What follows belongs to an exercise in optimizing a design on an open flow for small area; a production flow would make more cautious choices. At most, simulation tests tie the RTL to the original design; equivalence was not proved. Only the layout flow was run in run 4; the RTL was not checked for function there. Power and IR drop assume default switching activity. No driver is modelled on the clock port, so clocking that relies on it looks cheaper here than on a real chip.

### flow/flow/run.sh
#!/bin/bash
# Standard layout, with plain buffers on the ports and no dummy clock loads.
set -euo pipefail
export BUFFER_PORTS_ARGS="-buffer_cell sky130_fd_sc_hd__buf_2"
export CTS_ARGS="-sink_clustering_enable -repair_clock_nets -dont_use_dummy_load -sink_clustering_size 28 -sink_clustering_max_diameter 80 -buf_list sky130_fd_sc_hd__clkbuf_16"
bash standard.sh > standard.log 2>&1
### flow/standard.sh
#!/bin/bash
# synth_recipe.tcl (not shown) runs the flow's synth.tcl, then flattens the netlist and writes it again
# the make line also repeats each setting of config.mk as NAME=value (left out here)
make -C /OpenROAD-flow-scripts/flow DESIGN_CONFIG=/design/flow/config.mk WORK_HOME=/design/flow/orfs CLKGATE_MAP_FILE= SYNTH_SCRIPT=/design/flow/synth_recipe.tcl "${@:-finish}"
### flow/config.mk
export PLATFORM = sky130hd
export DESIGN_NAME = tile_pixel_encoder
export DESIGN_NICKNAME = tile_pixel_encoder
export VERILOG_FILES = /design/flow/design.v
export SDC_FILE = /design/flow/constraint.sdc
export NUM_CORES = 4
export LEC_CHECK = 0
export CAP_MARGIN = 20
export CORE_MARGIN = 2
export CORE_UTILIZATION = 76
export CTS_BUF_LIST = sky130_fd_sc_hd__clkbuf_16
export CTS_CLUSTER_DIAMETER = 80
export CTS_CLUSTER_SIZE = 28
export SETUP_SLACK_MARGIN = 0.1
export SLEW_MARGIN = 20
export SYNTH_HIERARCHICAL = 1
export SYNTH_MINIMUM_KEEP_SIZE = 0
### flow/constraint.sdc
create_clock -name core_clock -period 5.0 [get_ports {Clk}]
set_input_delay 1.0000 -clock core_clock [delete_from_list [all_inputs] [get_ports {Clk}]]
set_output_delay 1.0000 -clock core_clock [all_outputs]
set_load 0.01 [all_outputs]
### flow/design.v
module tile_pixel_encoder #(
    parameter int TILE_W = 20,
    parameter int TILE_H = 20,
    parameter int DEPTH  = TILE_W * TILE_H,
    parameter int ADDR_W = 9,
    parameter int IDX_W  = 4
) (
    input  logic              Clk,
    input  logic              Reset,
    input  logic              start,
    input  logic              pix_valid,
    input  logic [23:0]       pix_color,
    output logic              pix_ready,
    input  logic [ADDR_W-1:0] read_address,
    output logic [IDX_W-1:0]  output_index,
    output logic              busy,
    output logic              done,
    output logic              err,
    output logic [ADDR_W-1:0] err_addr
);
    typedef enum logic [1:0] {ST_IDLE, ST_LOAD, ST_DONE} state_t;
    localparam int                NUM_PAL = 9;
    localparam int                NWORDS  = DEPTH / 4;
    localparam int                NGRP3   = 32;   
    localparam int                NGRP2   = 2;    
    localparam int                NGRP    = NGRP3 + NGRP2;
    localparam logic [ADDR_W-1:0] LAST    = ADDR_W'(DEPTH - 1);
    localparam logic [24*NUM_PAL-1:0] PAL = {
        24'hE33F00, 24'h756C5F, 24'hAB3A00, 24'hE6570C, 24'hFFC89C,
        24'hFFFFEF, 24'h0A0000, 24'h888173, 24'h800080
    };
    function automatic logic [12:0] enc(input logic [3:0] d0, input logic [3:0] d1,
                                        input logic [3:0] d2, input logic [3:0] d3);
        logic [3:0] m;
        logic [2:0] sl [0:2];
        logic [2:0] t;
        logic [2:0] dk [0:2];
        logic       multi;
        logic [1:0] s;
        logic [1:0] u;    
        m = {d3[3], d2[3], d1[3], d0[3]};
        dk[0] = d0[2:0]; dk[1] = d1[2:0]; dk[2] = d2[2:0];
        multi = (m[0] && m[1]) || (m[0] && m[2]) || (m[0] && m[3]) || (m[1] && m[2]) || (m[1] && m[3]) || (m[2] && m[3]);
        s = m[0] ? 2'd0 : m[1] ? 2'd1 : 2'd2;
        if (!multi) begin
            t = m[0] ? 3'd0 : m[1] ? 3'd1 : m[2] ? 3'd2 : 3'd3;
            u = s;
        end else begin
            t = {1'b1, 1'b0, 1'b0} | {1'b0, s};
            u = (m[0] && m[1]) ? 2'd1 : 2'd2;
        end
        for (int k = 0; k < 3; k++) begin
            if (!m[k])                    sl[k] = dk[k];
            else if (multi && s == 2'(k)) sl[k] = m[3:1];
            else if (u == 2'(k))          sl[k] = d3[2:0];
            else                          sl[k] = 3'd0;
        end
        if (m == 4'b0000) enc = {1'b0, d3[2:0], d2[2:0], d1[2:0], d0[2:0]};
        else              enc = {1'b1, t, sl[2], sl[1], sl[0]};
    endfunction
    function automatic logic [3:0] dec(input logic [12:0] w, input logic [1:0] p);
        logic [2:0] sl [0:3];
        logic [3:0] mask;
        logic [1:0] s;
        logic [1:0] u;
        sl[0] = w[2:0]; sl[1] = w[5:3]; sl[2] = w[8:6]; sl[3] = w[11:9];
        s = w[10:9];
        if (!w[12]) begin
            mask = 4'b0000;
            u = 2'd3;
        end else if (!w[11]) begin
            mask = 4'b0001 << s;
            u = s;
        end else begin
            mask = {sl[s], s == 2'd0};
            u = (mask[0] && mask[1]) ? 2'd1 : 2'd2;
        end
        if (mask[p])      dec = 4'd8;
        else if (p == 3)  dec = {1'b0, sl[u]};
        else              dec = {1'b0, sl[p]};
    endfunction
    state_t            r_state;
    logic [ADDR_W-1:0] r_addr;
    logic [IDX_W-1:0]  r_out;       
    logic [12:0]       r_ring [0:NWORDS-1];    
    logic [2:0]        r_ph;        
    logic [IDX_W-1:0]  r_stage [0:2];
    logic [12:0]       r_pend [0:1];    
    logic [1:0]        r_pvalid;
    logic              w_xfer;
    logic [IDX_W-1:0]  w_idx;
    assign w_xfer       = (r_state == ST_LOAD) && pix_valid;
    assign pix_ready    = (r_state == ST_LOAD);
    assign busy         = (r_state == ST_LOAD);
    assign done         = (r_state == ST_DONE);
    assign output_index = r_out;
    logic              w_miss;
    logic              r_err;
    logic [ADDR_W-1:0] r_err_addr;
    always_comb begin
        w_idx  = '0;
        w_miss = 1'b1;
        for (int i = NUM_PAL - 1; i >= 0; i--) begin
            if (pix_color == PAL[24*i +: 24]) begin
                w_idx  = IDX_W'(i);
                w_miss = 1'b0;
            end
        end
    end
    always_ff @(posedge Clk) begin
        if (Reset) begin
            r_err      <= 1'b0;
            r_err_addr <= '0;
        end else if ((r_state != ST_LOAD) && start) begin
            r_err      <= 1'b0;
            r_err_addr <= '0;
        end else if (w_xfer && w_miss && !r_err) begin
            r_err      <= 1'b1;
            r_err_addr <= r_addr;
        end
    end
    assign err      = r_err;
    assign err_addr = r_err_addr;
    always_ff @(posedge Clk) begin
        if (Reset) begin
            r_state <= ST_IDLE;
            r_addr  <= '0;
        end else begin
            case (r_state)
                ST_IDLE, ST_DONE: begin
                    if (start) begin
                        r_state <= ST_LOAD;
                        r_addr  <= '0;
                    end
                end
                ST_LOAD: begin
                    if (w_xfer) begin
                        if (r_addr == LAST) begin
                            r_state <= ST_DONE;
                            r_addr  <= '0;
                        end else begin
                            r_addr <= r_addr + ADDR_W'(1);
                        end
                    end
                end
                default: begin
                    r_state <= ST_IDLE;
                    r_addr  <= '0;
                end
            endcase
        end
    end
    logic       w_last;        
    logic [6:0] w_m1, w_m2;    
    logic [6:0] w_pw [0:1];    
    logic [1:0] w_due;         
    logic [12:0] w_wdata;
    logic [6:0]  w_wword;
    assign w_last = w_xfer && (r_addr[1:0] == 2'd3);
    assign w_m1   = (r_addr[ADDR_W-1:2] == 7'd0) ? 7'd99 : r_addr[ADDR_W-1:2] - 7'd1;
    assign w_m2   = (r_addr[ADDR_W-1:2] == 7'd0) ? 7'd98 :
                    (r_addr[ADDR_W-1:2] == 7'd1) ? 7'd99 : r_addr[ADDR_W-1:2] - 7'd2;
    assign w_pw[0] = w_m1[0] ? w_m2 : w_m1;
    assign w_pw[1] = w_m1[0] ? w_m1 : w_m2;
    function automatic logic due(input logic [6:0] w, input logic [2:0] ph);
        if (w[6:3] == 4'd12) due = (2'(ph[1:0] + w[1:0] + 2'd1) == 2'd0);
        else                 due = (3'(ph + w[2:0] + 3'd1) == 3'd0);
    endfunction
    assign w_due[0] = r_pvalid[0] && due(w_pw[0], r_ph);
    assign w_due[1] = r_pvalid[1] && due(w_pw[1], r_ph);
    assign w_wdata  = w_due[1] ? r_pend[1] : r_pend[0];
    assign w_wword  = w_due[1] ? w_pw[1] : w_pw[0];
    always_ff @(posedge Clk) begin
        if (!Reset && w_xfer && !w_last)
            r_stage[r_addr[1:0]] <= w_idx;
    end
    for (genvar b = 0; b < 2; b++) begin : g_pend
        always_ff @(posedge Clk) begin
            if (!Reset && w_last && (r_addr[2] == 1'(b)))
                r_pend[b] <= enc(r_stage[0], r_stage[1], r_stage[2], w_idx);
        end
        always_ff @(posedge Clk) begin
            if (Reset)                                 r_pvalid[b] <= 1'b0;
            else if (w_last && (r_addr[2] == 1'(b)))   r_pvalid[b] <= 1'b1;
            else if (w_due[b])                         r_pvalid[b] <= 1'b0;
        end
    end
    always_ff @(posedge Clk) begin
        if (Reset) r_ph <= 3'd0;
        else       r_ph <= r_ph + 3'd1;
    end
    for (genvar r = 0; r < 13; r++) begin : g_ring
        localparam int L = (r < 12) ? 8 : 4;
        logic        w_we;
        logic [12:0] w_d0;
        assign w_we = (w_due != 2'b00) && (w_wword[6:3] == 4'(r));
        tpe_port u_port (.we(w_we), .keep(!w_we), .wdata(w_wdata), .q(r_ring[8*r+L-1]), .d(w_d0));
        always_ff @(posedge Clk) begin
            r_ring[8*r] <= w_d0;
            for (int k = 1; k < L; k++)
                r_ring[8*r+k] <= r_ring[8*r+k-1];
        end
    end
    logic [NWORDS-1:0] w_rsel;
    logic [13*NGRP-1:0] w_grp_n;
    logic [12:0]       w_rword;
    logic [2:0] w_rslot;
    logic       w_c0, w_c1, w_x1, w_x2;
    tpe_xor u_s0 (.a(read_address[2]), .b(r_ph[0]), .y(w_rslot[0]));
    tpe_and u_c0 (.a(read_address[2]), .b(r_ph[0]), .y(w_c0));
    tpe_xor u_x1 (.a(read_address[3]), .b(r_ph[1]), .y(w_x1));
    tpe_xor u_s1 (.a(w_x1), .b(w_c0), .y(w_rslot[1]));
    tpe_maj u_c1 (.a(read_address[3]), .b(r_ph[1]), .c(w_c0), .y(w_c1));
    tpe_xor u_x2 (.a(read_address[4]), .b(r_ph[2]), .y(w_x2));
    tpe_xor u_s2 (.a(w_x2), .b(w_c1), .y(w_rslot[2]));
    tpe_rd_decode u_rdec (.ring(read_address[ADDR_W-1:5]), .b4(read_address[4]), .slot(w_rslot), .sel(w_rsel));
    for (genvar g = 0; g < NGRP3; g++) begin : g_grp3
        tpe_aoi3 u_aoi (
            .a(r_ring[3*g]), .b(r_ring[3*g+1]), .c(r_ring[3*g+2]),
            .sa(w_rsel[3*g]), .sb(w_rsel[3*g+1]), .sc(w_rsel[3*g+2]),
            .y_n(w_grp_n[13*g +: 13])
        );
    end
    for (genvar g = 0; g < NGRP2; g++) begin : g_grp2
        tpe_aoi2 u_aoi (
            .a(r_ring[3*NGRP3+2*g]), .b(r_ring[3*NGRP3+2*g+1]),
            .sa(w_rsel[3*NGRP3+2*g]), .sb(w_rsel[3*NGRP3+2*g+1]),
            .y_n(w_grp_n[13*(NGRP3+g) +: 13])
        );
    end
    tpe_nand_tree #(.N(NGRP)) u_tree (.x_n(w_grp_n), .y(w_rword));
    logic        w_hit;
    logic [3:0]  w_sidx;
    logic [12:0] w_sword;
    assign w_hit  = (read_address[ADDR_W-1:2] == r_addr[ADDR_W-1:2]) && (read_address[1:0] < r_addr[1:0]);
    logic [1:0]  w_phit;
    assign w_phit[0] = r_pvalid[0] && (read_address[ADDR_W-1:2] == w_pw[0]);
    assign w_phit[1] = r_pvalid[1] && (read_address[ADDR_W-1:2] == w_pw[1]);
    assign w_sidx = r_stage[read_address[1:0]];
    always_comb begin
        w_sword = {w_sidx[3], 9'b0, w_sidx[2:0]};
    end
    logic [12:0] r_rword;
    logic [1:0]  r_rpos;
    always_ff @(posedge Clk) begin
        if (Reset)      r_rword <= '0;
        else if (w_hit) r_rword <= w_sword;
        else if (w_phit[0]) r_rword <= r_pend[0];
        else if (w_phit[1]) r_rword <= r_pend[1];
        else            r_rword <= w_rword;
    end
    always_ff @(posedge Clk) begin
        r_rpos <= w_hit ? 2'd0 : read_address[1:0];
    end
    assign r_out = dec(r_rword, r_rpos);
endmodule
module tpe_rd_decode (
    input  logic [3:0]  ring,
    input  logic        b4,
    input  logic [2:0]  slot,
    output logic [99:0] sel
);
    always_comb begin
        for (int r = 0; r < 12; r++)
            for (int k = 0; k < 8; k++)
                sel[8*r+k] = (ring == 4'(r)) && (slot == 3'(k));
        for (int k = 0; k < 4; k++)
            sel[96+k] = (ring == 4'd12) && !b4 && (slot[1:0] == 2'(k));
    end
endmodule
module tpe_aoi3 (
    input  logic [12:0] a,
    input  logic [12:0] b,
    input  logic [12:0] c,
    input  logic        sa,
    input  logic        sb,
    input  logic        sc,
    output logic [12:0] y_n
);
    assign y_n = ~(({13{sa}} & a) | ({13{sb}} & b) | ({13{sc}} & c));
endmodule
module tpe_aoi2 (
    input  logic [12:0] a,
    input  logic [12:0] b,
    input  logic        sa,
    input  logic        sb,
    output logic [12:0] y_n
);
    assign y_n = ~(({13{sa}} & a) | ({13{sb}} & b));
endmodule
module tpe_nand_tree #(
    parameter int N = 34
) (
    input  logic [13*N-1:0] x_n,
    output logic [12:0] y
);
    always_comb begin
        y = '0;
        for (int i = 0; i < N; i++)
            y = y | ~x_n[13*i +: 13];
    end
endmodule
module tpe_port (
    input  logic        we,
    input  logic        keep,
    input  logic [12:0] wdata,
    input  logic [12:0] q,
    output logic [12:0] d
);
    assign d = ({13{we}} & wdata) | ({13{keep}} & q);
endmodule
module tpe_xor (
    input  logic a,
    input  logic b,
    output logic y
);
    assign y = a ^ b;
endmodule
module tpe_and (
    input  logic a,
    input  logic b,
    output logic y
);
    assign y = a & b;
endmodule
module tpe_maj (
    input  logic a,
    input  logic b,
    input  logic c,
    output logic y
);
    assign y = (a & b) | (a & c) | (b & c);
endmodule
==> out/metrics.cfg, run 1 <==
[routing]
drtIter0Drc = 6118
dr_total_vias = 28970
detail_route.vias_per_cell = 7.712
wl_per_cell_um = 33.37
ant_nets = 0
dr.pass1.iters = 16
wirelength_mm = 125.3
drc = 0

[critical_path]
crit_type = in2reg
crit_required_ns = 5.53
start_kind = primary input
critPathMaxFanout = 13
endpoint_kind = register
worstPathArrival_ns = 5.32

[floorplanning]
die-area_um2 = 55360
die_h_um = 235.3
dieWidth_um = 235.3
core-area_um2 = 52760
num_rows = 84
initial_core_util_pct = 77.06
io_pins = 54

[sta]
slew_headroom_pct = 19.11
fmax_mhz = 208.9
finalHoldViolations = 0
rsz0062_at_grt = no
period_minus_slack_ns = 4.788
period_share_pct = 95.76
fin_tns_setup_ns = 0
drv_slew = 0
worst-slew-pin-transition_ns = 1.209
finalSetupViolations = 0
fin_skew_ns = 0.06612

[placed_design]
dpl.hpwl_mm = 83.59
port_buffers = 53
dp_cells = 3698
gp_congestion = 1.047

[yosys]
syn_area_per_cell_um2 = 13.55
synthArstFlopShare_pct = 0
synth-edff-count = 42
synth_top_area_share_pct = 66.03
synth_top_area_cell = dfxtp_1
netlist_instances = 3001
ys_types = 81
synth_seq_cells = 1383
synth_top_flop_cell = dfxtp_1
seq_area_frac_synth_pct = 69.13
synthesis.area_um2 = 40660
synthTopCellsByArea = dfxtp_1, a222oi_1, edfxtp_1
yosys_warnings = 25

[grt]
use_met2_pct = 65.16
grtUsageTotal_pct = 44.35
grt_pass1_vias = 27820
use_met3_pct = 14.80
grt_max_degree = 29
grt_first_pass_wirelength_mm = 183.9
use_met1_pct = 58.48
grt_busiest_layer = met2
overflow = 0
antenna_found_initial = 0

[clocking]
clockBufferDepth = 3
root_buffer = clkbuf_16
cts_setup_buffers = 0
cts.clk_slew.worst_paths_ns = 0.10
cts_max_level = 2
insertion_delay_ns = 0.68
cts_buffers = 56
hold_buffers = 0
cts_sinks = 1383
cts_tree = done

[power_and_ir_drop]
seqPwrFrac_pct = 66.7
power.switching_uw = 3423
ir_drop_mv = 0.3145
p_int_uw = 13180
pwr-share-comb_pct = 2.1
clkPwrFrac_pct = 31.1
leakagePower_uw = 0.01594
cellPowerDensity_nw_per_um2 = 388.2
p_sw_share_pct = 20.62

[final_layout]
fill_cells = 2945
final_cells = 3756
drive_gt1_share_pct = 12.33
final_nets = 3124
syn2layout_area_growth_pct = 5.185

[worst_hold_path]
min_path_type = reg2reg

[run_status]
status = no timing/DRC/antenna violations

[run]
maxCapViolCount = 0

-- final timing paths --
path	start	to	slack, ns	cells after the start
worst min register to register	r_ring[62][7]$_DFF_P_	r_ring[63][7]$_DFF_P_	0.31	0
worst min-delay path	r_ring[62][7]$_DFF_P_	r_ring[63][7]$_DFF_P_	0.31	0
worst max register to register	r_ph[1]$_SDFF_PP0_	r_rword[8]$_SDFF_PP0_	0.23	13
worst max-delay path	read_address[2]	r_rword[8]$_SDFF_PP0_	0.21	14
-- per-module statistics from Yosys, one instance, submodules excluded, a selection --
module              flops+latches  cells
tpe_and                         0      1
tpe_aoi2                        0     15
tpe_aoi3                        0     16
tile_pixel_encoder           1383   1940
tpe_rd_decode                   0    148
tpe_port                        0     15
-- layer usage --
layer  vias up  wire [um]
met2      2515      53400
met3       511      18380
met4         0       8178
met1     14110      45380
met5         -          0
li1      11830          -
-- cells in the final DEF (no fill, tap or decap), drive strengths merged, types with 6 or more instances in the layout --
cell and count:
nor3 27, nand2 69, a21oi 40, a22oi 30
and3 9, xnor2 19, mux2 15, dfxtp 1341
or3 8, nand2b 12, o21ai 28, mux2i 27
nor3b 7, nand4bb 7, nand4 116, ha 19
clkbuf 56, xor2 21, inv 32, edfxtp 42
nand3 42, nor4 28, a222oi 416, a22o 172
a211oi 6, nor2 177, and2 16, a31oi 6
buf 186
-- power groups by stage --
stage | Clock, uW | Combinational [uW] | Sequential [uW]
floorplan | 0 | 198 | 11300
global placement | 0 | 328 | 11300
detailed placement | 0 | 337 | 11300
CTS | 5130 | 338 | 11100
global route | 5500 | 367 | 11100
finish | 5170 | 355 | 11100
-- cell families after synthesis --
family | Yosys count | share of synthesized area, %
buf+inv | 213 | 4.031
flops | 1383 | 69.13
fa+ha+maj | 20 | 0.6124
xor+xnor | 40 | 0.8617
compound gates | 742 | 16.63
mux | 46 | 1.302
other cells | 1 | 0.009223
simple gates | 556 | 7.426
-- Yosys cell counts (all sizes together), types with 8 or more instances --
| master | count |
|---|---|
| a222oi | 416 |
| mux2i | 27 |
| ha | 19 |
| and3 | 9 |
| xor2 | 21 |
| nand2 | 69 |
| edfxtp | 42 |
| nand4 | 116 |
| o21ai | 28 |
| mux2 | 15 |
| dfxtp | 1341 |
| a22o | 172 |
| clkbuf | 25 |
| or3 | 8 |
| a21oi | 40 |
| nand2b | 12 |
| and2 | 16 |
| inv | 32 |
| xnor2 | 19 |
| a22oi | 30 |
| nand3 | 42 |
| nor2 | 177 |
| nor3 | 27 |
| buf | 156 |
| nor4 | 28 |
-- final cells by class --
cell class	instances	area [um^2]	share of cell area [%]
multi-input cells	1409	10990	25.70
repair buffers	186	1280	2.993
well taps	688	860.8	2.013
inverters	32	120.1	0.2809
diodes	2	5.005	0.01170
flip-flops and latches	1383	28110	65.72
clock buffers	56	1401	3.277
-- what timing repair did --
item | in CTS | in global routing
endpoints found under the setup margin | 1 | 2
gates cloned | 0 | 0
resized for setup | 1 | 2
-- stage by stage --
step | hold slack [ns] | power (uW) | setup slack (ns) | instance area (um^2) | utilization, %
after global routing | 0.3173 | 16950 | 0.2256 | 42760 | 81.05
after CTS | 0.3130 | 16540 | 0.2583 | 42740 | 81.01
after floorplan | 0.3298 | 11530 | 1.393 | 40670 | -
after global placement | 0.3317 | 11660 | -0.4899 | 41310 | 78.29
final | 0.3133 | 16600 | 0.2120 | 42770 | 81.06
after detailed placement | 0.3346 | 11670 | -0.5832 | 41330 | 78.34
-- sequential cells by signal, indices dropped and copies added, names as in the netlist --
name        cells
r_err           1
r_pend         26
r_state         2
r_err_addr      9
r_rpos          2
r_ph            3
r_stage        16
r_rword        13
r_addr          9
r_ring       1300
r_pvalid        2
-- worst max-delay path, stage by stage --
cell and delay [ns]:
buf_2 0.12, and2_1 0.18, maj3_2 0.34, xor2_2 0.46, or3_1 0.49, buf_12 0.20, nor2_1 0.20, a222oi_1 0.85
nand4_1 0.38, nor4_1 0.54, buf_4 0.21, nand3_1 0.09, mux2i_1 0.19, a21oi_1 0.09
==> run 2, diff against run 1 <==
--- a/flow/config.mk
+++ b/flow/config.mk
@@ -8,5 +8,5 @@
 export CAP_MARGIN = 20
 export CORE_MARGIN = 2
-export CORE_UTILIZATION = 76
+export CORE_UTILIZATION = 70
 export CTS_BUF_LIST = sky130_fd_sc_hd__clkbuf_16
 export CTS_CLUSTER_DIAMETER = 80
==> run 2 against run 1 <==
Effect of this change:
- synthesized area unchanged
- die area increased by 8.4%
- cell area about the same
- combinational power about the same
- register-to-register slack improved by 0.06 ns
- still clean
- sequential power about the same
- count of clock-buffer cells in the layout unchanged
- wire length decreased by 7.1%
- sequential share of layout area decreased by 0.058 points
- sequential cell count unchanged
- utilization decreased by 6.7 points
==> out/metrics.cfg, run 2 <==
[run_status]
status = no timing/DRC/antenna violations  ; unchanged

[sta]
fmax_mhz = 205.2  ; was 208.9 MHz
slew_headroom_pct = 21.64  ; was 19.11%
period_share_pct = 97.48  ; was 95.76%
worst-slew-pin-transition_ns = 1.171  ; was 1.209 ns
rsz0062_at_grt = no  ; unchanged
period_minus_slack_ns = 4.874  ; was 4.788 ns
finalSetupViolations = 0  ; unchanged
fin_skew_ns = 0.06609  ; was 0.06612 ns
finalHoldViolations = 0  ; unchanged
drv_slew = 0  ; unchanged

[grt]
grt_pass1_vias = 26520  ; was 27,820
grt_first_pass_wirelength_mm = 172.1  ; was 183.9 mm
antenna_found_initial = 1  ; was 0
grt_max_degree = 29  ; unchanged
grtUsageTotal_pct = 38.18  ; was 44.35%
overflow = 0  ; unchanged

[routing]
detail_route.vias_per_cell = 7.146  ; was 7.712
drc = 0  ; unchanged
ant_nets = 0  ; unchanged
dr_total_vias = 27330  ; was 28,970
wirelength_mm = 116.5  ; was 125.3 mm
dr.pass1.iters = 9  ; was 16
drtIter0Drc = 4652  ; was 6,118
wl_per_cell_um = 30.46  ; was 33.37 um

[yosys]
netlist_instances = 3001  ; unchanged
synthTopCellsByArea = dfxtp_1, a222oi_1, edfxtp_1  ; unchanged
synth_seq_cells = 1383  ; unchanged
synthesis.area_um2 = 40660  ; unchanged
synth-edff-count = 42  ; unchanged
synth_top_area_share_pct = 66.03  ; unchanged
syn_area_per_cell_um2 = 13.55  ; unchanged
seq_area_frac_synth_pct = 69.13  ; unchanged
yosys_warnings = 25  ; unchanged
synth.most_common_cell = dfxtp_1  ; unchanged
ys_types = 81  ; unchanged
synth_top_area_cell = dfxtp_1  ; unchanged
synthTopCellsByCount = dfxtp_1, a222oi_1, nor2_1, a22o_1, nand4_1  ; unchanged
synthArstFlopShare_pct = 0  ; unchanged
synth_top_flop_cell = dfxtp_1  ; unchanged

[floorplanning]
initial_core_util_pct = 70.61  ; was 77.06%
io_pins = 54  ; unchanged
die_h_um = 245.0  ; was 235.3 um
num_rows = 88  ; was 84
core-area_um2 = 57590  ; was 52,760 um^2
die-area_um2 = 60030  ; was 55,360 um^2
dieWidth_um = 245.0  ; was 235.3 um

[clocking]
root_buffer = clkbuf_16  ; unchanged
cts_buffers = 56  ; unchanged
cts.clk_slew.worst_paths_ns = 0.10  ; about the same
cts_sinks = 1383  ; unchanged
cts_tree = done  ; unchanged
hold_buffers = 0  ; unchanged
insertion_delay_ns = 0.67  ; was 0.68 ns
cts_max_level = 2  ; unchanged
cts_setup_buffers = 0  ; unchanged
cts-resized-gates = 0  ; was 1
clockBufferDepth = 3  ; unchanged

[final_layout]
final_common_cell = dfxtp_1  ; unchanged
largest_reg_flops = 1300  ; unchanged
drive_gt1_share_pct = 11.83  ; was 12.33%
final_nets = 3117  ; was 3,124
final_cell_mix = dfxtp_1, a222oi_1, nor2_1  ; was dfxtp_1, a222oi_1, a22o_1
fin_util_pct = 74.33  ; was 81.06%
syn2layout_area_growth_pct = 5.278  ; was 5.185%
regMostFlops = r_ring  ; unchanged
final_cells = 3824  ; was 3,756
antenna_cells = 0  ; was 2
fill_cells = 3810  ; was 2,945

[critical_path]
start_kind = primary input  ; unchanged
r2r_slack_ns = 0.29  ; was 0.23 ns
cp_common_cell = buf_4
timing.rr.end = r_rword[3]$_SDFF_PP0_  ; was r_rword[8]$_SDFF_PP0_
worstPathArrival_ns = 5.36  ; was 5.32 ns
slowest_delay_ns = 0.71  ; was 0.85 ns
crit_type = in2reg  ; unchanged
r2r-start = r_ph[0]$_SDFF_PP0_  ; was r_ph[1]$_SDFF_PP0_
endpoint_kind = register  ; unchanged
critPathMaxFanout = 13  ; unchanged
critPathSlowestCell = nor4_1  ; was a222oi_1
crit_required_ns = 5.49  ; was 5.53 ns
reg2reg_depth = 14  ; was 13
cp_cell_sequence = buf_2, and2_1, maj3_2, xor2_1, buf_4, or3b_1, buf_4, nor2_1, a222oi_1, nand4_1, nor4_1, buf_4, nand3_1, mux2i_1, a21oi_1  ; was buf_2, and2_1, maj3_2, xor2_2, or3_1, buf_12, nor2_1, a222oi_1, nand4_1, nor4_1, buf_4, nand3_1, mux2i_1, a21oi_1

[placed_design]
gp_congestion = 0.9985  ; was 1.047
port_buffers = 53  ; unchanged
dpl.hpwl_mm = 81.26  ; was 83.59 mm
dp_cells = 3768  ; was 3,698

[power_and_ir_drop]
seqPwrFrac_pct = 66.8  ; was 66.7%
leakagePower_uw = 0.01591  ; was 0.01594 uW
cellPowerDensity_nw_per_um2 = 387.3  ; was 388.2 nW/um^2
p_int_uw = 13180  ; about the same
power.switching_uw = 3395  ; was 3423 uW
ir_drop_mv = 0.3960  ; was 0.3145 mV
power.total_uw = 16580  ; was 16,600 uW
clkPwrFrac_pct = 31.1  ; about the same
p_sw_share_pct = 20.48  ; was 20.62%
pwr-share-comb_pct = 2.1  ; about the same

[run]
maxCapViolCount = 0  ; unchanged

[worst_hold_path]
hp-start = r_ring[66][8]$_DFF_P_  ; was r_ring[62][7]$_DFF_P_
holdPathEnd = r_ring[67][8]$_DFF_P_  ; was r_ring[63][7]$_DFF_P_
whs_path_depth = 0  ; unchanged
min_path_type = reg2reg  ; unchanged

-- run 2: changes by cell type in the layout (fill, tap and decap cells not counted), sizes merged --
cell   change
buf        -7
diode      -2
-- run 2: routing by layer --
| layer | track usage, % | part of all wire [%] |
|---|---|---|
| met2 | 57.26 | 43 |
| met3 | 7.938 | 12 |
| met4 | 19.35 | 5.8 |
| met1 | 52.77 | 40 |
| met5 | 0 | 0.015 |
-- run 2: metrics by stage --
stage / hold slack, ns / setup WS [ns] / instance area, um^2 / setup TNS, ns
2_1_floorplan: 0.3298 / 1.393 / 40670 / 0
3_3_place_gp: 0.3324 / -0.3123 / 41380 / -0.5728
3_5_place_dp: 0.3353 / -0.3108 / 41400 / -0.7268
4_1_cts: 0.2917 / 0.3133 / 42800 / 0
5_1_grt: 0.2933 / 0.1113 / 42800 / 0
6_report: 0.2879 / 0.1258 / 42800 / 0
-- run 2: power by group through the flow --
stage          registers, uW  clock network (uW)  logic (uW)
5_1_grt                11100                5540         369
3_3_place_gp           11300                   0         333
6_report               11100                5150         353
3_5_place_dp           11300                   0         339
4_1_cts                11100                5160         340
2_1_floorplan          11300                   0         198
-- run 2: cell families after synthesis --
group | Yosys count | share of synthesized area, %
AO/OA/AOI/OAI | 742 | 16.63
XOR/XNOR | 40 | 0.8617
adder cells (fa/ha/maj) | 20 | 0.6124
buffers and inverters | 213 | 4.031
flip-flops | 1383 | 69.13
multiplexers | 46 | 1.302
other | 1 | 0.009223
AND/OR/NAND/NOR | 556 | 7.426
-- run 2: worst max-delay path by stage --
stage | startpoint | to | cells past startpoint
floorplan | r_addr[2]$_SDFFE_PP0P_ | r_ring[0][2]$_DFF_P_ | 14
global placement | read_address[2] | r_rword[8]$_SDFF_PP0_ | 15
detailed placement | read_address[2] | r_rword[3]$_SDFF_PP0_ | 15
CTS | read_address[2] | r_rword[8]$_SDFF_PP0_ | 15
global route | read_address[2] | r_rword[3]$_SDFF_PP0_ | 15
finish | read_address[2] | r_rword[3]$_SDFF_PP0_ | 15
-- run 2: modules after synthesis (local to each module, per instance), a selection --
module / cell area (um^2) / cells / copies in the design / flops+latches
tile_pixel_encoder: 31670 / 1940 / 1 / 1383
tpe_rd_decode: 857.1 / 148 / 1 / 0
tpe_aoi3: 157.7 / 16 / 32 / 0
tpe_port: 140.1 / 15 / 13 / 0
tpe_aoi2: 120.1 / 15 / 2 / 0
tpe_maj: 11.26 / 1 / 1 / 0
tpe_xor: 8.758 / 1 / 5 / 0
tpe_and: 6.256 / 1 / 1 / 0
-- run 2: final cells by class --
cell class / count / area (um^2) / area share [%]
clock buffer: 56 / 1401 / 3.274
inverter: 32 / 120.1 / 0.2806
multi-input combinational: 1409 / 10990 / 25.68
sequential: 1383 / 28110 / 65.66
tap: 765 / 957.2 / 2.236
timing repair buffer: 179 / 1227 / 2.868
-- run 2: worst max-delay path: cells and delay by family --
kind / cells / cell delay, ns
multiplexers: 1 / 0.19
adder cells (fa/ha/maj): 1 / 0.31
XOR/XNOR: 1 / 0.36
AO/OA/AOI/OAI: 2 / 0.78
buffers and inverters: 4 / 0.85
AND/OR/NAND/NOR: 6 / 1.88
==> run 3, diff against run 2 <==
==> flow/flow/run.sh (replaced) <==
#!/bin/bash
# Standard layout, with plain buffers on the ports and no dummy clock loads.
set -euo pipefail
export BUFFER_PORTS_ARGS="-buffer_cell sky130_fd_sc_hd__buf_1"
export CTS_ARGS="-sink_clustering_enable -repair_clock_nets -dont_use_dummy_load -sink_clustering_size 28 -sink_clustering_max_diameter 80 -buf_list sky130_fd_sc_hd__clkbuf_16"
bash standard.sh > standard.log 2>&1
==> run 3 against run 2 <==
Effect of this change:
- non-clock buffer count down 18
- clock power down 1%
- still clean on timing, DRC and antenna
- sequential power about the same
- largest power group unchanged
- hold slack better by 0.016 ns
- combinational power down 5.7%
- sequential share of layout area up 0.32 points
- power down 0.42%
==> out/metrics.cfg, run 3 <==
[floorplanning]
initial_core_util_pct = 70.61  ; unchanged
num_rows = 88  ; unchanged
core-area_um2 = 57590  ; unchanged
die-area_um2 = 60030  ; unchanged
io_pins = 54  ; unchanged
dieWidth_um = 245.0  ; unchanged
die_h_um = 245.0  ; unchanged

[critical_path]
crit_type = in2reg  ; unchanged
cp_cell_sequence = buf_1, and2_1, maj3_2, xor2_1, or3b_2, nor2_1, buf_4, a222oi_1, nand4_1, nor4_2, nand3_1, mux2i_1, a21oi_1  ; was buf_2, and2_1, maj3_2, xor2_1, buf_4, or3b_1, buf_4, nor2_1, a222oi_1, nand4_1, nor4_1, buf_4, nand3_1, mux2i_1, a21oi_1
timing.rr.end = r_rword[10]$_SDFF_PP0_  ; was r_rword[3]$_SDFF_PP0_
critPathMaxFanout = 9  ; was 13
worstPathArrival_ns = 5.32  ; was 5.36 ns
crit_family = simple AND/OR/NAND/NOR gates  ; unchanged
start_kind = primary input  ; unchanged
r2r-start = r_ph[0]$_SDFF_PP0_  ; unchanged
r2r_slack_ns = 0.35  ; was 0.29 ns
critPathBufInv = 2  ; was 4
crit_required_ns = 5.52  ; was 5.49 ns
critPathSlowestCell = a222oi_1  ; was nor4_1
slowest_delay_ns = 0.88  ; was 0.71 ns
endpoint_kind = register  ; unchanged
reg2reg_depth = 12  ; was 14

[sta]
rsz0062_at_grt = no  ; unchanged
worst-slew-pin-transition_ns = 1.228  ; was 1.171 ns
finalSetupViolations = 0  ; unchanged
fin_skew_ns = 0.06538  ; was 0.06609 ns
finalHoldViolations = 0  ; unchanged
drv_slew = 0  ; unchanged
slew_headroom_pct = 17.81  ; was 21.64%
period_share_pct = 96.06  ; was 97.48%
period_minus_slack_ns = 4.803  ; was 4.874 ns
fmax_mhz = 208.2  ; was 205.2 MHz

[yosys]
synth_seq_cells = 1383  ; unchanged
synthArstFlopShare_pct = 0  ; unchanged
synth_top_area_share_pct = 66.03  ; unchanged
seq_area_frac_synth_pct = 69.13  ; unchanged
synth-edff-count = 42  ; unchanged
syn_area_per_cell_um2 = 13.55  ; unchanged
synth.most_common_cell = dfxtp_1  ; unchanged
netlist_instances = 3001  ; unchanged
yosys_warnings = 25  ; unchanged
synthTopCellsByCount = dfxtp_1, a222oi_1, nor2_1, a22o_1, nand4_1  ; unchanged
synth_top_flop_cell = dfxtp_1  ; unchanged
ys_types = 81  ; unchanged
synthesis.area_um2 = 40660  ; unchanged
synth_top_area_cell = dfxtp_1  ; unchanged
synthTopCellsByArea = dfxtp_1, a222oi_1, edfxtp_1  ; unchanged

[routing]
drc = 0  ; unchanged
wirelength_mm = 116.1  ; was 116.5 mm
ant_nets = 0  ; unchanged
drtIter0Drc = 5485  ; was 4,652
wl_per_cell_um = 30.51  ; was 30.46 um
dr.pass1.iters = 12  ; was 9
dr_total_vias = 27440  ; was 27,330
detail_route.vias_per_cell = 7.211  ; was 7.146

[final_layout]
final_cell_mix = dfxtp_1, a222oi_1, a22o_1  ; was dfxtp_1, a222oi_1, nor2_1
regMostFlops = r_ring  ; unchanged
design_area_um2 = 42600  ; was 42,800 um^2
final_common_cell = dfxtp_1  ; unchanged
final_nets = 3098  ; was 3,117
drive_gt1_share_pct = 9.770  ; was 11.83%
syn2layout_area_growth_pct = 4.773  ; was 5.278%
antenna_cells = 0  ; unchanged
fin_util_pct = 73.98  ; was 74.33%
largest_reg_flops = 1300  ; unchanged
ff_latch_area_um2 = 28110  ; unchanged
multi_input_area_um2 = 11010  ; was 10,990 um^2
fill_cells = 3774  ; was 3,810

[clocking]
cts_tree = done  ; unchanged
clockBufferDepth = 3  ; unchanged
cts_max_level = 2  ; unchanged
cts_sinks = 1383  ; unchanged
root_buffer = clkbuf_16  ; unchanged
insertion_delay_ns = 0.68  ; was 0.67 ns
cts_buffers = 55  ; was 56
cts.clk_slew.worst_paths_ns = 0.10  ; about the same

[run_status]
status = no timing/DRC/antenna violations  ; unchanged

[power_and_ir_drop]
cellPowerDensity_nw_per_um2 = 387.5  ; was 387.3 nW/um^2
leakagePower_uw = 0.01563  ; was 0.01591 uW
ir_drop_mv = 0.3748  ; was 0.3960 mV

[grt]
grt_busiest_layer = met2  ; unchanged
grt_pass1_vias = 26090  ; was 26,520
overflow = 0  ; unchanged
use_met1_pct = 55.04  ; was 52.77%
grt_max_degree = 29  ; unchanged
use_met3_pct = 7.796  ; was 7.938%
grtUsageTotal_pct = 37.99  ; was 38.18%
grt_first_pass_wirelength_mm = 170.3  ; was 172.1 mm
use_met2_pct = 56.26  ; was 57.26%
antenna_found_initial = 2  ; was 1

[placed_design]
port_buffers = 53  ; unchanged
dpl.hpwl_mm = 79.95  ; was 81.26 mm
gp_congestion = 0.9397  ; was 0.9985
place_area_um2 = 41180  ; was 41,400 um^2

[worst_hold_path]
whs_path_depth = 0  ; unchanged
holdPathEnd = r_ring[35][10]$_DFF_P_  ; was r_ring[67][8]$_DFF_P_
min_path_type = reg2reg  ; unchanged
hp-start = r_ring[34][10]$_DFF_P_  ; was r_ring[66][8]$_DFF_P_

[run]
maxCapViolCount = 0  ; unchanged

==> run 3: cell count changes in the layout (fill, tap and decap cells not counted), sizes merged <==
| cell | delta |
|---|---|
| buf | -18 |
| clkbuf | -1 |
==> run 3: cells by family after synthesis <==
logic type / synth area share, %
AND/OR/NAND/NOR: 7.426
adder cells (fa/ha/maj): 0.6124
flip-flops: 69.13
other: 0.009223
AO/OA/AOI/OAI: 16.63
multiplexers: 1.302
buffers and inverters: 4.031
XOR/XNOR: 0.8617
==> run 3: final cells by class <==
class                   instances  area share, %
repair buffers                161          2.423
inverters                      32         0.2820
clock buffers                  55          3.231
multi-input cells            1409          25.84
well taps                     765          2.247
flip-flops and latches       1383          65.98
==> run 3: worst max path at each step <==
stage | start | cells past startpoint | to
after floorplan | r_addr[2]$_SDFFE_PP0P_ | 14 | r_ring[0][2]$_DFF_P_
after global placement | read_address[2] | 13 | r_rword[8]$_SDFF_PP0_
after detailed placement | read_address[2] | 13 | r_rword[10]$_SDFF_PP0_
after CTS | read_address[2] | 13 | r_rword[6]$_SDFF_PP0_
after global routing | read_address[2] | 13 | r_rword[5]$_SDFF_PP0_
final | read_address[2] | 13 | r_rword[10]$_SDFF_PP0_
==> run 3: Yosys stat by module, one instance, submodules excluded, excerpt <==
module              flip-flops and latches  area [um^2]
tile_pixel_encoder                    1383        31670
tpe_rd_decode                            0        857.1
tpe_port                                 0        140.1
tpe_aoi2                                 0        120.1
tpe_maj                                  0        11.26
tpe_xor                                  0        8.758
==> run 3: worst register-to-register path, cell delays in order (launching register included) <==
cell and delay, ns:
dfxtp_1 0.38, and2_1 0.18, maj3_2 0.31, xor2_1 0.41, or3b_2 0.48, nor2_1 0.22, buf_4 0.21, a222oi_1 0.88
nand4_1 0.37, nor4_2 0.60, nand3_1 0.24, mux2i_1 0.17, a21oi_1 0.08
==> run 3: metal layers <==
metal | wire (um) | up-vias | share of wire, %
met2 | 50270 | 1798 | 43
met4 | 4936 | 4 | 4.3
met3 | 13910 | 238 | 12
met5 | 24 | - | 0.021
met1 | 46950 | 13610 | 40
li1 | - | 11790 | -
==> run 3: timing repair <==
item	CTS	global route
gates resized for setup	1	2
setup buffers	0	0
hold buffers	0	0
pin swaps	0	2
cloned	0	0
endpoints found under the setup margin	1	3
==> run 3: through the flow <==
| step | setup slack [ns] | setup TNS [ns] | power (uW) | std cells | hold WS (ns) |
|---|---|---|---|---|---|
| after floorplan | 1.393 | 0 | 11530 | 3005 | 0.3298 |
| after global placement | -0.5558 | -2.042 | 11650 | 3745 | 0.3328 |
| after detailed placement | -0.5685 | -2.184 | 11650 | 3747 | 0.3345 |
| after CTS | 0.2132 | 0 | 16510 | 3802 | 0.3098 |
| after global routing | 0.2292 | 0 | 16900 | 3805 | 0.3021 |
| final | 0.1969 | 0 | 16510 | 3805 | 0.3040 |
==> run 3: power breakdown <==
| part | internal, uW | switching, uW | leakage, uW |
|---|---|---|---|
| Sequential | 11100 | 11.2 | 0.0112 |
| Clock | 1970 | 3120 | 0.000678 |
| Combinational | 100 | 233 | 0.00379 |
| Total | 13100 | 3370 | 0.0156 |
==> run 4, diff against run 3 <==
--- a/flow/design.v
+++ b/flow/design.v
@@ -295,9 +295,48 @@
     output logic [12:0] y
 );
-    always_comb begin
-        y = '0;
-        for (int i = 0; i < N; i++)
-            y = y | ~x_n[13*i +: 13];
+    logic [13*9-1:0] l1;    
+    logic [13*3-1:0] l2_n;  
+    for (genvar j = 0; j < 8; j++) begin : g_l1
+        tpe_nand4w u_n (.a(x_n[13*(4*j) +: 13]), .b(x_n[13*(4*j+1) +: 13]),
+                        .c(x_n[13*(4*j+2) +: 13]), .d(x_n[13*(4*j+3) +: 13]), .y(l1[13*j +: 13]));
     end
+    tpe_nand2w u_n8 (.a(x_n[13*32 +: 13]), .b(x_n[13*33 +: 13]), .y(l1[13*8 +: 13]));
+    for (genvar j = 0; j < 3; j++) begin : g_l2
+        tpe_nor3w u_o (.a(l1[13*(3*j) +: 13]), .b(l1[13*(3*j+1) +: 13]), .c(l1[13*(3*j+2) +: 13]),
+                       .y(l2_n[13*j +: 13]));
+    end
+    tpe_nand3w u_l3 (.a(l2_n[0 +: 13]), .b(l2_n[13 +: 13]), .c(l2_n[26 +: 13]), .y(y));
+endmodule
+module tpe_nand4w (
+    input  logic [12:0] a,
+    input  logic [12:0] b,
+    input  logic [12:0] c,
+    input  logic [12:0] d,
+    output logic [12:0] y
+);
+    assign y = ~(a & b & c & d);
+endmodule
+module tpe_nand3w (
+    input  logic [12:0] a,
+    input  logic [12:0] b,
+    input  logic [12:0] c,
+    output logic [12:0] y
+);
+    assign y = ~(a & b & c);
+endmodule
+module tpe_nand2w (
+    input  logic [12:0] a,
+    input  logic [12:0] b,
+    output logic [12:0] y
+);
+    assign y = ~(a & b);
+endmodule
+module tpe_nor3w (
+    input  logic [12:0] a,
+    input  logic [12:0] b,
+    input  logic [12:0] c,
+    output logic [12:0] y
+);
+    assign y = ~(a | b | c);
 endmodule
 module tpe_port (
==> flow/flow/run.sh (replaced) <==
#!/bin/bash
# Standard layout, with plain buffers on the ports and no dummy clock loads.
set -euo pipefail
export BUFFER_PORTS_ARGS="-buffer_cell sky130_fd_sc_hd__buf_2"
export CTS_ARGS="-sink_clustering_enable -repair_clock_nets -dont_use_dummy_load -sink_clustering_size 28 -sink_clustering_max_diameter 80 -buf_list sky130_fd_sc_hd__clkbuf_16"
bash standard.sh > standard.log 2>&1
==> run 4 against run 3 <==
Effect of this change:
- non-clock buffer count shrank 8
- synthesized cell count grew 0.40%
- sequential power is essentially flat
- final cell count grew 0.16%
- utilization grew 0.26 points
- clock power grew 0.8%
- cell area grew 0.73%
- power grew 0.43%
- wire length shrank 4.7%
- maximum frequency grew 12%
- critical path type unchanged
- largest cell class unchanged
==> out/metrics.cfg, run 4 <==
[final_layout]
fill_cells = 3822  ; was 3,774
multi_input_area_um2 = 11290  ; was 11,010 um^2
ff_latch_area_um2 = 28110  ; unchanged
final_cell_mix = dfxtp_1, a222oi_1, a22o_1  ; unchanged
syn2layout_area_growth_pct = 4.784  ; was 4.773%
largest_reg_flops = 1300  ; unchanged
final_common_cell = dfxtp_1  ; unchanged
drive_gt1_share_pct = 13.08  ; was 9.770%
final_nets = 3101  ; was 3,098
final_cells = 3811  ; was 3,805
regMostFlops = r_ring  ; unchanged

[routing]
wirelength_mm = 110.7  ; was 116.1 mm
dr_total_vias = 27270  ; was 27,440
wl_per_cell_um = 29.05  ; was 30.51 um
drc = 0  ; unchanged
detail_route.vias_per_cell = 7.155  ; was 7.211
dr.pass1.iters = 12  ; unchanged
drtIter0Drc = 4751  ; was 5,485
ant_nets = 0  ; unchanged

[clocking]
cts_buffers = 56  ; was 55
insertion_delay_ns = 0.68  ; about the same
cts_max_level = 2  ; unchanged
cts.clk_slew.worst_paths_ns = 0.10  ; about the same
cts_sinks = 1383  ; unchanged
cts_tree = done  ; unchanged
hold_buffers = 0  ; unchanged
root_buffer = clkbuf_16  ; unchanged
cts-resized-gates = 0  ; was 1
clockBufferDepth = 3  ; unchanged
cts_setup_buffers = 0  ; unchanged

[critical_path]
r2r-start = r_addr[3]$_SDFFE_PP0P_  ; was r_ph[0]$_SDFF_PP0_
critPathMaxFanout = 13  ; was 9
cp-startpoint = read_address[2]  ; unchanged
cp_cell_sequence = buf_2, and2_1, maj3_2, xor2_1, or3_1, buf_4, nor2_1, a222oi_1, nand4_1, nor3_2, nand3_1, mux2i_1, a211oi_1  ; was buf_1, and2_1, maj3_2, xor2_1, or3b_2, nor2_1, buf_4, a222oi_1, nand4_1, nor4_2, nand3_1, mux2i_1, a21oi_1
r2r_slack_ns = 0.76  ; was 0.35 ns
worstPathArrival_ns = 4.81  ; was 5.32 ns
critPathBufInv = 2  ; unchanged
endpoint_kind = register  ; unchanged
timing.rr.end = r_ring[8][0]$_DFF_P_  ; was r_rword[10]$_SDFF_PP0_
crit_type = in2reg  ; unchanged
crit_family = simple AND/OR/NAND/NOR gates  ; unchanged
reg2reg_depth = 12  ; unchanged
slowest_delay_ns = 0.62  ; was 0.88 ns
critPathSlowestCell = xor2_1  ; was a222oi_1
crit_required_ns = 5.53  ; was 5.52 ns
start_kind = primary input  ; unchanged

[yosys]
yosys_warnings = 24  ; was 25
netlist_instances = 3013  ; was 3,001
synth_top_area_share_pct = 65.55  ; was 66.03%
seq_area_frac_synth_pct = 68.63  ; was 69.13%
synth-edff-count = 42  ; unchanged
synth_top_flop_cell = dfxtp_1  ; unchanged
synth_seq_cells = 1383  ; unchanged
ys_types = 84  ; was 81
syn_area_per_cell_um2 = 13.59  ; was 13.55 um^2
synth.most_common_cell = dfxtp_1  ; unchanged
synthTopCellsByCount = dfxtp_1, a222oi_1, nor2_1, a22o_1, nand4_1  ; unchanged
synthArstFlopShare_pct = 0  ; unchanged
synth_top_area_cell = dfxtp_1  ; unchanged
synthesis.area_um2 = 40950  ; was 40,660 um^2
synthTopCellsByArea = dfxtp_1, a222oi_1, edfxtp_1  ; unchanged

[placed_design]
dp_cells = 3751  ; was 3,747
port_buffers = 53  ; unchanged
gp_congestion = 0.9082  ; was 0.9397
dpl.hpwl_mm = 74.60  ; was 79.95 mm
place_ws_ns = 0.03555  ; was -0.5685 ns

[sta]
slew_headroom_pct = 13.06  ; was 17.81%
period_minus_slack_ns = 4.289  ; was 4.803 ns
hold_slack_ns = 0.3196  ; was 0.3040 ns
period_share_pct = 85.78  ; was 96.06%
fin_skew_ns = 0.07545  ; was 0.06538 ns
fin_tns_setup_ns = 0  ; unchanged
worst-slew-pin-transition_ns = 1.299  ; was 1.228 ns
finalHoldViolations = 0  ; unchanged
drv_slew = 0  ; unchanged
finalSetupViolations = 0  ; unchanged
rsz0062_at_grt = no  ; unchanged
fmax_mhz = 233.2  ; was 208.2 MHz
setup_ws_ns = 0.7111  ; was 0.1969 ns

[grt]
grt_pass1_vias = 26750  ; was 26,090
grt_first_pass_wirelength_mm = 165.6  ; was 170.3 mm
grt_max_degree = 30  ; was 29
overflow = 0  ; unchanged
antenna_found_initial = 1  ; was 2
grtUsageTotal_pct = 36.06  ; was 37.99%

[floorplanning]
core-area_um2 = 57810  ; was 57,590 um^2
die_h_um = 245.9  ; was 245.0 um
dieWidth_um = 245.9  ; was 245.0 um
num_rows = 88  ; unchanged
initial_core_util_pct = 70.85  ; was 70.61%
io_pins = 54  ; unchanged
die-area_um2 = 60450  ; was 60,030 um^2

[power_and_ir_drop]
power.total_uw = 16580  ; was 16,510 uW
cellPowerDensity_nw_per_um2 = 386.4  ; was 387.5 nW/um^2
ir_drop_mv = 0.3805  ; was 0.3748 mV
leakagePower_uw = 0.01583  ; was 0.01563 uW

[worst_hold_path]
whs_path_depth = 0  ; unchanged
min_path_type = reg2reg  ; unchanged
hp-start = r_ring[57][0]$_DFF_P_  ; was r_ring[34][10]$_DFF_P_
holdPathEnd = r_ring[58][0]$_DFF_P_  ; was r_ring[35][10]$_DFF_P_

[run_status]
status = no timing/DRC/antenna violations  ; unchanged

[run]
maxCapViolCount = 0  ; unchanged

run 4: cells by family (layout without fill, tap and decap cells):
logic type / after synthesis / after routing / share of synthesized area, %
DFF: 1383 / 1383 / 68.63
AOI/OAI and AO/OA: 742 / 742 / 16.56
and+or+nand+nor: 566 / 566 / 7.999
buffers and inverters: 215 / 241 / 4.036
muxes: 49 / 49 / 1.369
xor gates and xnor gates: 37 / 37 / 0.7913
adders and majority gates: 20 / 20 / 0.6080
other: 1 / 8 / 0.009157
run 4: per-layer routing:
layer  GRT usage, %  up-vias  part of all wire (%)
li1               -    11820                     -
met1          48.82    13550                    40
met2          56.19     1626                    45
met3          7.629      272                    10
met4          15.72        0                   4.3
met5         0.4902        -                     0
run 4: modules after synthesis, one instance, submodules excluded, excerpt:
| module | times used | cell area [um^2] | flip-flops and latches | cells |
|---|---|---|---|---|
| tpe_nand4w | 8 | 81.33 | 0 | 13 |
| tile_pixel_encoder | 1 | 31770 | 1383 | 1952 |
| tpe_aoi3 | 32 | 157.7 | 0 | 16 |
| tpe_xor | 5 | 8.758 | 0 | 1 |
| tpe_maj | 1 | 11.26 | 0 | 1 |
| tpe_and | 1 | 6.256 | 0 | 1 |
| tpe_aoi2 | 2 | 120.1 | 0 | 15 |
| tpe_nor3w | 3 | 130.1 | 0 | 13 |
| tpe_port | 13 | 140.1 | 0 | 15 |
run 4: cell type report:
| type | instances | area share, % |
|---|---|---|
| antenna | 3 | 0.01749 |
| multi-input combinational | 1419 | 26.31 |
| inverter | 32 | 0.2799 |
| sequential | 1383 | 65.50 |
| tap | 765 | 2.231 |
| timing repair buffer | 153 | 2.397 |
| clock buffer | 56 | 3.266 |
run 4: worst reg2reg max path, stage by stage, from the launching register on:
cell      delay [ns]
dfxtp_1         0.33
inv_1           0.18
ha_1            0.38
or3b_2          0.50
o21ai_0         0.34
a21oi_1         0.12
nor2_1          0.31
a22o_1          0.32
xnor2_1         0.21
mux2i_1         0.23
buf_4           0.22
nand3b_1        0.57
a22o_2          0.46
run 4: power by group:
part           leakage, uW  switching [uW]  total [uW]  internal (uW)
clock network     0.000690            3130        5140           2010
registers           0.0112            21.2       11100          11100
logic              0.00398             235         339            104
total               0.0158            3390       16600          13200
run 4: worst max-delay path by stage:
stage / endpoint / slack, ns / cells past startpoint
4_1_cts: r_rword[11]$_SDFF_PP0_ / 0.68 / 14
5_1_grt: r_ring[8][9]$_DFF_P_ / 0.52 / 12
2_1_floorplan: r_ring[96][11]$_DFF_P_ / 1.40 / 13
3_3_place_gp: r_rword[2]$_SDFF_PP0_ / 0.22 / 14
6_report: r_rword[3]$_SDFF_PP0_ / 0.71 / 13
3_5_place_dp: r_rword[2]$_SDFF_PP0_ / 0.04 / 14
run 4: through the flow:
stage / cell area [um^2] / utilization (%)
after floorplan: 40970 / -
after global placement: 41450 / 71.70
after detailed placement: 41460 / 71.72
after CTS: 42860 / 74.15
after global routing: 42910 / 74.23
final: 42910 / 74.24
==> run 5, diff against run 4 <==
--- a/flow/design.v
+++ b/flow/design.v
@@ -296,5 +296,5 @@
 );
     logic [13*9-1:0] l1;    
-    logic [13*3-1:0] l2_n;  
+    logic [13*3-1:0] l2;    
     for (genvar j = 0; j < 8; j++) begin : g_l1
         tpe_nand4w u_n (.a(x_n[13*(4*j) +: 13]), .b(x_n[13*(4*j+1) +: 13]),
@@ -303,8 +303,8 @@
     tpe_nand2w u_n8 (.a(x_n[13*32 +: 13]), .b(x_n[13*33 +: 13]), .y(l1[13*8 +: 13]));
     for (genvar j = 0; j < 3; j++) begin : g_l2
-        tpe_nor3w u_o (.a(l1[13*(3*j) +: 13]), .b(l1[13*(3*j+1) +: 13]), .c(l1[13*(3*j+2) +: 13]),
-                       .y(l2_n[13*j +: 13]));
+        tpe_or3w u_o (.a(l1[13*(3*j) +: 13]), .b(l1[13*(3*j+1) +: 13]), .c(l1[13*(3*j+2) +: 13]),
+                      .y(l2[13*j +: 13]));
     end
-    tpe_nand3w u_l3 (.a(l2_n[0 +: 13]), .b(l2_n[13 +: 13]), .c(l2_n[26 +: 13]), .y(y));
+    tpe_or3w u_l3 (.a(l2[0 +: 13]), .b(l2[13 +: 13]), .c(l2[26 +: 13]), .y(y));
 endmodule
 module tpe_nand4w (
@@ -317,12 +317,4 @@
     assign y = ~(a & b & c & d);
 endmodule
-module tpe_nand3w (
-    input  logic [12:0] a,
-    input  logic [12:0] b,
-    input  logic [12:0] c,
-    output logic [12:0] y
-);
-    assign y = ~(a & b & c);
-endmodule
 module tpe_nand2w (
     input  logic [12:0] a,
@@ -332,5 +324,5 @@
     assign y = ~(a & b);
 endmodule
-module tpe_nor3w (
+module tpe_or3w (
     input  logic [12:0] a,
     input  logic [12:0] b,
@@ -338,5 +330,5 @@
     output logic [12:0] y
 );
-    assign y = ~(a | b | c);
+    assign y = a | b | c;
 endmodule
 module tpe_port (
==> flow/flow/run.sh (replaced) <==
#!/bin/bash
# Standard layout, with plain buffers on the ports and no dummy clock loads.
set -euo pipefail
export BUFFER_PORTS_ARGS="-buffer_cell sky130_fd_sc_hd__buf_1"
export CTS_ARGS="-sink_clustering_enable -repair_clock_nets -dont_use_dummy_load -sink_clustering_size 28 -sink_clustering_max_diameter 80 -buf_list sky130_fd_sc_hd__clkbuf_16"
bash standard.sh > standard.log 2>&1
--- a/flow/config.mk
+++ b/flow/config.mk
@@ -6,5 +6,5 @@
 export NUM_CORES = 4
 export LEC_CHECK = 0
-export CAP_MARGIN = 20
+export CAP_MARGIN = 0
 export CORE_MARGIN = 2
 export CORE_UTILIZATION = 70
@@ -13,5 +13,5 @@
 export CTS_CLUSTER_SIZE = 28
 export SETUP_SLACK_MARGIN = 0.1
-export SLEW_MARGIN = 20
+export SLEW_MARGIN = 0
 export SYNTH_HIERARCHICAL = 1
 export SYNTH_MINIMUM_KEEP_SIZE = 0
==> run 5 against run 4 <==
Effect of this change:
- sequential share of layout area rose by 0.70 points
- via count fell by 0.33%
- sequential cell count did not move
- die area barely moved
- sequential power barely moved
- synthesized area barely moved
- count of clock-buffer cells in the layout did not move
- critical path depth did not move
- combinational power fell by 5.9%
- wire length fell by 0.55%
- critical endpoint is now r_rword[4]$_SDFF_PP0_
==> out/metrics.cfg, run 5 <==
[sta]
finalHoldViolations = 0  ; unchanged
rsz0062_at_grt = no  ; unchanged
drv_slew = 0  ; unchanged
slew_headroom_pct = 6.105  ; was 13.06%
period_share_pct = 95.54  ; was 85.78%
period_minus_slack_ns = 4.777  ; was 4.289 ns
finalSetupViolations = 0  ; unchanged
fin_skew_ns = 0.05096  ; was 0.07545 ns
worst-slew-pin-transition_ns = 1.403  ; was 1.299 ns
fmax_mhz = 209.3  ; was 233.2 MHz

[floorplanning]
num_rows = 88  ; unchanged
die-area_um2 = 60400  ; was 60,450 um^2
io_pins = 54  ; unchanged
die_h_um = 245.8  ; was 245.9 um
core-area_um2 = 57700  ; was 57,810 um^2
initial_core_util_pct = 70.91  ; was 70.85%
dieWidth_um = 245.8  ; was 245.9 um

[power_and_ir_drop]
p_int_uw = 13170  ; was 13,200 uW
pwr-share-comb_pct = 1.9  ; was 2.0%
ir_drop_mv = 0.3839  ; was 0.3805 mV
cellPowerDensity_nw_per_um2 = 389.3  ; was 386.4 nW/um^2
clkPwrFrac_pct = 31.0  ; about the same
seqPwrFrac_pct = 67.0  ; about the same
leakagePower_uw = 0.01573  ; was 0.01583 uW
p_sw_share_pct = 20.31  ; was 20.42%
power.switching_uw = 3356  ; was 3386 uW

[yosys]
synthArstFlopShare_pct = 0  ; unchanged
syn_area_per_cell_um2 = 13.54  ; was 13.59 um^2
ys_types = 87  ; was 84
synth_seq_cells = 1383  ; unchanged
seq_area_frac_synth_pct = 68.70  ; was 68.63%
netlist_instances = 3022  ; was 3,013
synth.most_common_cell = dfxtp_1  ; unchanged
synthTopCellsByArea = dfxtp_1, a222oi_1, edfxtp_1  ; unchanged
synth-edff-count = 42  ; unchanged
synth_top_area_share_pct = 65.61  ; was 65.55%
synthesis.area_um2 = 40910  ; was 40,950 um^2
yosys_warnings = 24  ; unchanged
synthTopCellsByCount = dfxtp_1, a222oi_1, nor2_1, a22o_1, nand4_1  ; unchanged
synth_top_area_cell = dfxtp_1  ; unchanged
synth_top_flop_cell = dfxtp_1  ; unchanged

[final_layout]
drive_gt1_share_pct = 8.577  ; was 13.08%
largest_reg_flops = 1300  ; unchanged
final_common_cell = dfxtp_1  ; unchanged
final_cells = 3775  ; was 3,811
regMostFlops = r_ring  ; unchanged
fill_cells = 3775  ; was 3,822
final_cell_mix = dfxtp_1, a222oi_1, nor2_1  ; was dfxtp_1, a222oi_1, a22o_1
final_nets = 3066  ; was 3,101
fin_util_pct = 73.59  ; was 74.24%
syn2layout_area_growth_pct = 3.774  ; was 4.784%

[routing]
drtIter0Drc = 4620  ; was 4,751
drc = 0  ; unchanged
drt-met1-wl_mm = 44.09  ; was 44.55 mm
detail_route.vias_per_cell = 7.200  ; was 7.155
wirelength_mm = 110.1  ; was 110.7 mm
wl_met3_mm = 11.17  ; was 11.32 mm
highest_layer = met5  ; was met4
dr.pass1.iters = 11  ; was 12
ant_nets = 0  ; unchanged
dr_total_vias = 27180  ; was 27,270
wl_per_cell_um = 29.16  ; was 29.05 um
wl_met2_mm = 50.64  ; was 50.02 mm

[critical_path]
r2r_slack_ns = 0.29  ; was 0.76 ns
critPathSlowestCell = nor2_1  ; was xor2_1
critPathMaxFanout = 13  ; unchanged
crit_type = in2reg  ; unchanged
timing.rr.end = r_ring[8][5]$_DFF_P_  ; was r_ring[8][0]$_DFF_P_
worstPathArrival_ns = 5.31  ; was 4.81 ns
cp_common_cell = or3_1
endpoint_kind = register  ; unchanged
cp_cell_sequence = buf_1, and2_1, maj3_2, xor2_1, nand3b_1, buf_4, nor2_1, a222oi_1, nand4_1, or3_1, or3_1, mux2i_1, a211oi_1  ; was buf_2, and2_1, maj3_2, xor2_1, or3_1, buf_4, nor2_1, a222oi_1, nand4_1, nor3_2, nand3_1, mux2i_1, a211oi_1
start_kind = primary input  ; unchanged
r2r-start = r_addr[2]$_SDFFE_PP0P_  ; was r_addr[3]$_SDFFE_PP0P_
reg2reg_depth = 14  ; was 12
crit_required_ns = 5.53  ; about the same
slowest_delay_ns = 1.00  ; was 0.62 ns

[clocking]
root_buffer = clkbuf_16  ; unchanged
cts_buffers = 56  ; unchanged
clockBufferDepth = 3  ; unchanged
insertion_delay_ns = 0.64  ; was 0.68 ns
hold_buffers = 0  ; unchanged
cts.clk_slew.worst_paths_ns = 0.10  ; about the same
cts_tree = done  ; unchanged
cts_sinks = 1383  ; unchanged
cts_max_level = 2  ; unchanged

[grt]
overflow = 0  ; unchanged
grt_pass1_vias = 26670  ; was 26,750
grt_max_degree = 29  ; was 30
grtUsageTotal_pct = 35.97  ; was 36.06%
grt_first_pass_wirelength_mm = 165.7  ; was 165.6 mm
antenna_found_initial = 9  ; was 1

[placed_design]
gp_congestion = 0.9253  ; was 0.9082
port_buffers = 53  ; unchanged
dp_cells = 3716  ; was 3,751
dpl.hpwl_mm = 73.86  ; was 74.60 mm

[worst_hold_path]
min_path_type = reg2reg  ; unchanged
whs_path_depth = 0  ; unchanged
holdPathEnd = r_ring[91][11]$_DFF_P_  ; was r_ring[58][0]$_DFF_P_
hp-start = r_ring[90][11]$_DFF_P_  ; was r_ring[57][0]$_DFF_P_

[run]
maxCapViolCount = 0  ; unchanged

[run_status]
status = no timing/DRC/antenna violations  ; unchanged

==> run 5: changes by cell type after synthesis, moves of 6 or more <==
cell,change
a211o_1,+6
a21oi_1,+6
a31oi_1,-6
clkbuf_1,+6
mux2i_1,-6
nand2_1,-7
nand2b_1,-6
nand3_1,+9
nor3_1,-9
nor3_2,-37
o22ai_1,-6
or3_1,+44
==> run 5: worst max-delay path by stage <==
stage                                       from                     end  slack [ns]
after floorplan                  read_address[2]   r_rword[1]$_SDFF_PP0_        0.80
after global placement           read_address[2]   r_rword[4]$_SDFF_PP0_       -0.12
after detailed placement         read_address[2]   r_rword[4]$_SDFF_PP0_       -0.16
after CTS                 r_addr[2]$_SDFFE_PP0P_  r_ring[64][12]$_DFF_P_        0.24
after global routing      r_addr[2]$_SDFFE_PP0P_    r_ring[8][5]$_DFF_P_        0.12
final                            read_address[2]   r_rword[4]$_SDFF_PP0_        0.22
==> run 5: layout make-up <==
cell class	instances	area (um^2)	area share, %
flip-flops and latches	1383	28110	66.20
multi-input cells	1425	11230	26.45
clock buffers	56	1401	3.301
well taps	765	957.2	2.254
repair buffers	108	624.3	1.471
inverters	36	135.1	0.3183
diodes	2	5.005	0.01179
==> run 5: critical path, delay by kind of cell <==
family	cells	cell delay, ns
multiplexers	1	0.13
adder cells (fa/ha/maj)	1	0.32
buffers and inverters	2	0.32
XOR/XNOR	1	0.59
AND/OR/NAND/NOR	6	2.28
AO/OA/AOI/OAI	2	0.65
==> run 5: repair_timing <==
item,4_1_cts,5_1_grt
setup buffers,0,1
setup endpoints to repair,0,57
gates resized for setup,0,4
==> run 5: kinds of logic after synthesis <==
kind of cell / count (synthesis) / synth area share (%)
flip-flops: 1383 / 68.70
AO/OA/AOI/OAI: 757 / 16.88
AND/OR/NAND/NOR: 559 / 7.599
buffers and inverters: 218 / 4.052
multiplexers: 49 / 1.407
XOR/XNOR: 35 / 0.7493
adder cells (fa/ha/maj): 20 / 0.6086
other: 1 / 0.009166
==> run 5: Yosys stat by module, one instance, submodules excluded, a selection <==
| module | flops+latches | area [um^2] |
|---|---|---|
| tpe_and | 0 | 6.256 |
| tpe_or3w | 0 | 81.33 |
| tpe_xor | 0 | 8.758 |
| tile_pixel_encoder | 1383 | 31860 |
| tpe_port | 0 | 140.1 |
| tpe_rd_decode | 0 | 857.1 |
| tpe_nand2w | 0 | 48.80 |
| tpe_aoi2 | 0 | 120.1 |
| tpe_nand4w | 0 | 81.33 |
| tpe_maj | 0 | 11.26 |
==> run 5: power by group through the flow <==
| stage | Sequential (uW) | Clock [uW] | Combinational (uW) |
|---|---|---|---|
| finish | 11100 | 5130 | 319 |
| floorplan | 11300 | 0 | 192 |
| global route | 11100 | 5520 | 337 |
| CTS | 11100 | 5160 | 309 |
| detailed placement | 11300 | 0 | 308 |
| global placement | 11300 | 0 | 300 |
==> run 5: metal layers <==
metal / track usage [%] / vias up
li1: - / 11770
met1: 49.28 / 13460
met2: 57.38 / 1688
met3: 6.384 / 255
met4: 13.62 / 6
met5: 0 / -
==> run 5: stage by stage <==
| stage | worst slack, ns | hold WS, ns | total power (uW) | setup TNS (ns) | instance area (um^2) |
|---|---|---|---|---|---|
| after global routing | 0.1166 | 0.3027 | 16950 | 0 | 42450 |
| after detailed placement | -0.1571 | 0.3353 | 11640 | -0.3849 | 41030 |
| after CTS | 0.2387 | 0.2945 | 16550 | 0 | 42430 |
| after floorplan | 0.8036 | 0.3298 | 11520 | 0 | 40930 |
| final | 0.2228 | 0.2946 | 16530 | 0 | 42460 |
| after global placement | -0.1165 | 0.3321 | 11630 | -0.1649 | 41030 |

==> afterwards: timing with drivers on the ports <==
How much do the figures lean on ideal ports? The routed layouts below were timed once more, with nothing changed but the port constraints. Step 1 sets driving cells, clkbuf_16 on the clock port and buf_2 on the other inputs (assumed; they add their load-dependent delay and slew). Step 2 adds t to the input delays and takes it off the output delays; t is the mean of the earliest and latest rising clock arrival at the registers after step 1. Input paths then give back, and output paths get back, about the clock's delay inside the block. a / b / c = no drivers / after step 1 / after step 2; a / b = the first two.
run	t, ns	slack for setup (ns)	hold WS [ns]	worst setup path at the end	slew at the worst register clock pin (ns)
run 1	0.712	0.212 / 0.234 / -0.452	0.313 / 0.313 / 0.313	input to register	0.11 / 0.11
run 2	0.704	0.126 / 0.170 / -0.534	0.288 / 0.288 / 0.288	input to register	0.11 / 0.11
run 3	0.715	0.197 / 0.239 / -0.476	0.304 / 0.304 / 0.304	input to register	0.11 / 0.11
run 4	0.706	0.711 / 0.753 / 0.047	0.320 / 0.320 / 0.320	input to register	0.11 / 0.11
run 5	0.691	0.223 / 0.254 / -0.437	0.295 / 0.295 / 0.295	input to register	0.10 / 0.10
Met with ideal ports but missed after step 2: setup timing in run 1, run 2, run 3 and run 5. For run 3, which loses most, drivers alone change the setup slack by +0.042 ns; drivers and shift together by -0.673 ns.
